From an optimization exercise on the open Yosys and OpenROAD flow, aimed at small area; shortcuts taken in it are not production practice. Function was checked by simulation only, so behaviour that the tests miss may differ from the original. Power is estimated from default activity; no workload was simulated.

## dual_axis_pd_velocity_loop
module dual_axis_pd_velocity_loop (
   input  logic                   clock,
   input  logic                   reset,
   input  logic                   req_valid,
   output logic                   req_ready,
   input  logic [CmdW-1:0]        req_cmd_x,
   input  logic [CmdW-1:0]        req_cmd_y,
   input  logic [VelW-1:0]        req_vel_x,
   input  logic [VelW-1:0]        req_vel_y,
   output logic                   rsp_valid,
   input  logic                   rsp_ready,
   output logic [CmdW-1:0]        rsp_out_x,
   output logic [CmdW-1:0]        rsp_out_y,
   output logic                   rsp_clipped,
   input  logic                   csr_valid,
   output logic                   csr_ready,
   input  logic [CsrIdxW-1:0]     csr_index,
   input  logic [CsrDataW-1:0]    csr_data
);
clock: 11.0 ns
lec_check: 0
cap_margin: 20
core_margin: 2
core_utilization: 70
place_density: 0.85
slew_margin: 20
standard.sh (not shown) runs the stock make flow with config.mk's settings and CLKGATE_MAP_FILE= SYNTH_SCRIPT=/design/flow/synth_recipe.tcl, a recipe that flattens the netlist after the stock synthesis.
==> flow/flow/run.sh <==
#!/bin/bash
# Layout flow: the standard ORFS flow (standard.sh), with three changes:
#  - synthesis is synth_recipe.tcl with ABC's script swapped for an
#    area-oriented one (flow/synth_area.tcl, flow/area.abc);
#  - port buffers use sky130_fd_sc_hd__buf_1 (every port still gets a buffer);
#  - the clock tree uses sky130_fd_sc_hd__clkbuf_8, clusters up to 16 sinks
#    within 80 um per buffer and adds no dummy loads, so it needs fewer and
#    smaller buffers.
# make's full output goes to flow_make.log; ORFS keeps each step's log under
# orfs/logs/.
set -euo pipefail
export FLOW_WORK="$PWD"
bash standard.sh \
   "SYNTH_SCRIPT=$PWD/flow/synth_area.tcl" \
   "BUFFER_PORTS_ARGS=-buffer_cell sky130_fd_sc_hd__buf_1" \
   "CTS_ARGS=-sink_clustering_enable -repair_clock_nets -dont_use_dummy_load -sink_clustering_size 16 -sink_clustering_max_diameter 80 -buf_list sky130_fd_sc_hd__clkbuf_8" \
   finish > flow_make.log 2>&1
==> flow/flow/area.abc <==
strash
&get -n
&fraig -x
&put
dc2
strash
&get -n
&dch -f
&nf -R 1000
&put
strash
&get -n
&dch -f
&nf -R 1000
&put
==> flow/flow/synth_area.tcl <==
# The standard synthesis (synth_recipe.tcl, sourced unchanged), with one
# change: ABC maps the combinational logic with an area-oriented script
# (area.abc) instead of ORFS's speed script. Flip-flops are mapped before ABC
# runs, so the registers are the standard synthesis's.
proc abc {args} {
  set i [lsearch $args -script]
  if {$i >= 0} {
    lset args [expr {$i + 1}] [file join $::env(FLOW_WORK) flow area.abc]
  }
  yosys abc {*}$args
}
source [file join $::env(FLOW_WORK) synth_recipe.tcl]
Edit:
==> flow/flow/area.abc (replaced) <==
strash
&get -n
&fraig -x
&put
dc2
strash
&get -n
&dch -f
&nf -R 1000
&put
Result: The changed run completed without violations; critical path depth goes up by 5; worst hold slack gets better by 0.0033 ns; sequential share of layout area goes down by 0.19 points; first-iteration DRC count goes down by about 2.8%; area after synthesis goes up by 0.30%; utilization is about the same; routed wire length goes up by about 2.2%; final area goes up by about 0.37%; die area barely changes; clock power barely changes; via count goes up by 1.2%.

dual_axis_pd_velocity_loop, a different RTL version from the one above (not shown whole).
Size in the first run: ~1000 cells after synthesis, ~290 flip-flops, about 12000 um2 of cells after synthesis.
==> flow/config.mk <==
export PLATFORM = sky130hd
export DESIGN_NAME = dual_axis_pd_velocity_loop
export DESIGN_NICKNAME = dual_axis_pd_velocity_loop
export VERILOG_FILES = /design/flow/design.v
export SDC_FILE = /design/flow/constraint.sdc
export NUM_CORES = 4
export LEC_CHECK = 0
export CAP_MARGIN = 20
export CORE_MARGIN = 2
export CORE_UTILIZATION = 40
export SLEW_MARGIN = 20
==> flow/constraint.sdc <==
create_clock -name core_clock -period 11.0 [get_ports {clock}]
set_input_delay 2.2000 -clock core_clock [delete_from_list [all_inputs] [get_ports {clock}]]
set_output_delay 2.2000 -clock core_clock [all_outputs]
set_load 0.01 [all_outputs]
==> flow/flow/run.sh <==
#!/bin/bash
# Layout flow: the standard ORFS flow, with two changes:
#  - port buffers use sky130_fd_sc_hd__buf_1 (every port still gets a buffer);
#  - clock tree sinks are clustered in larger groups and no dummy loads are
#    added, so the tree needs fewer buffers.
# make's full output goes to flow_make.log; ORFS keeps each step's log under
# orfs/logs/.
set -euo pipefail
bash standard.sh \
   "BUFFER_PORTS_ARGS=-buffer_cell sky130_fd_sc_hd__buf_1" \
   "CTS_ARGS=-sink_clustering_enable -repair_clock_nets -dont_use_dummy_load -sink_clustering_size 30 -sink_clustering_max_diameter 120" \
   finish > flow_make.log 2>&1
The first run finished clean.
Then changed:
--- a/flow/flow/run.sh
+++ b/flow/flow/run.sh
@@ -1,3 +1,5 @@
 #!/bin/bash
-# Layout flow: the standard ORFS flow, with two changes:
+# Layout flow: the standard ORFS flow (standard.sh), with three changes:
+#  - synthesis is synth_recipe.tcl with ABC's script swapped for an
+#    area-oriented one (flow/synth_area.tcl, flow/area.abc);
 #  - port buffers use sky130_fd_sc_hd__buf_1 (every port still gets a buffer);
@@ -8,3 +10,5 @@
 set -euo pipefail
+export FLOW_WORK="$PWD"
 bash standard.sh \
+   "SYNTH_SCRIPT=$PWD/flow/synth_area.tcl" \
    "BUFFER_PORTS_ARGS=-buffer_cell sky130_fd_sc_hd__buf_1" \
==> flow/flow/area.abc (new file) <==
strash
&get -n
&fraig -x
&put
dc2
strash
&get -n
&dch -f
&nf -R 1000
&put
==> flow/flow/synth_area.tcl (new file) <==
# The standard synthesis (synth_recipe.tcl, sourced unchanged), with one
# change: ABC maps the combinational logic with an area-oriented script
# (area.abc) instead of ORFS's speed script. Flip-flops are mapped before ABC
# runs, so the registers are the standard synthesis's.
proc abc {args} {
  set i [lsearch $args -script]
  if {$i >= 0} {
    lset args [expr {$i + 1}] [file join $::env(FLOW_WORK) flow area.abc]
  }
  yosys abc {*}$args
}
source [file join $::env(FLOW_WORK) synth_recipe.tcl]
Total power went up by 2.6%.
Synthesized cell count came out lower by 21%.
Sequential cell count is unchanged.

-- afterwards: timing with drivers on the ports --
In the flow no input, the clock included, has a driving cell. The finished layouts below were timed again as built, in two steps. Step 1: set_driving_cell puts a clkbuf_16 on clock and a buf_2 on each other input, an assumption about the parent block. Step 2 adds t to the input delays and takes it off the output delays; t is the mean of the earliest and latest rising clock arrival at the registers after step 1. Input paths then give back, and output paths get back, about the clock's delay inside the block. a / b / c = ideal / step 1 / step 2; a / b = the first two.
run | t, ns | setup WS [ns] | hold slack, ns | worst slew at a driven data input, ns
the first run of note 1 | 0.559 | 0.413 / 0.413 / -0.115 | 0.330 / 0.330 / 0.330 | 0.04
the second run of note 1 | 0.575 | 0.412 / 0.412 / 0.015 | 0.333 / 0.333 / 0.333 | 0.06
the first run of note 2 | 0.514 | 0.222 / 0.247 / -0.268 | 0.335 / 0.335 / 0.335 | 0.06
the second run of note 2 | 0.516 | 0.304 / 0.333 / -0.183 | 0.328 / 0.328 / 0.328 | 0.04
With both steps, setup timing fails in the first run of note 1, the first run of note 2 and the second run of note 2, where it was met with ideal ports. For the first run of note 1, which loses most, drivers alone change the setup slack by 0.000 ns; drivers and shift together by -0.528 ns.
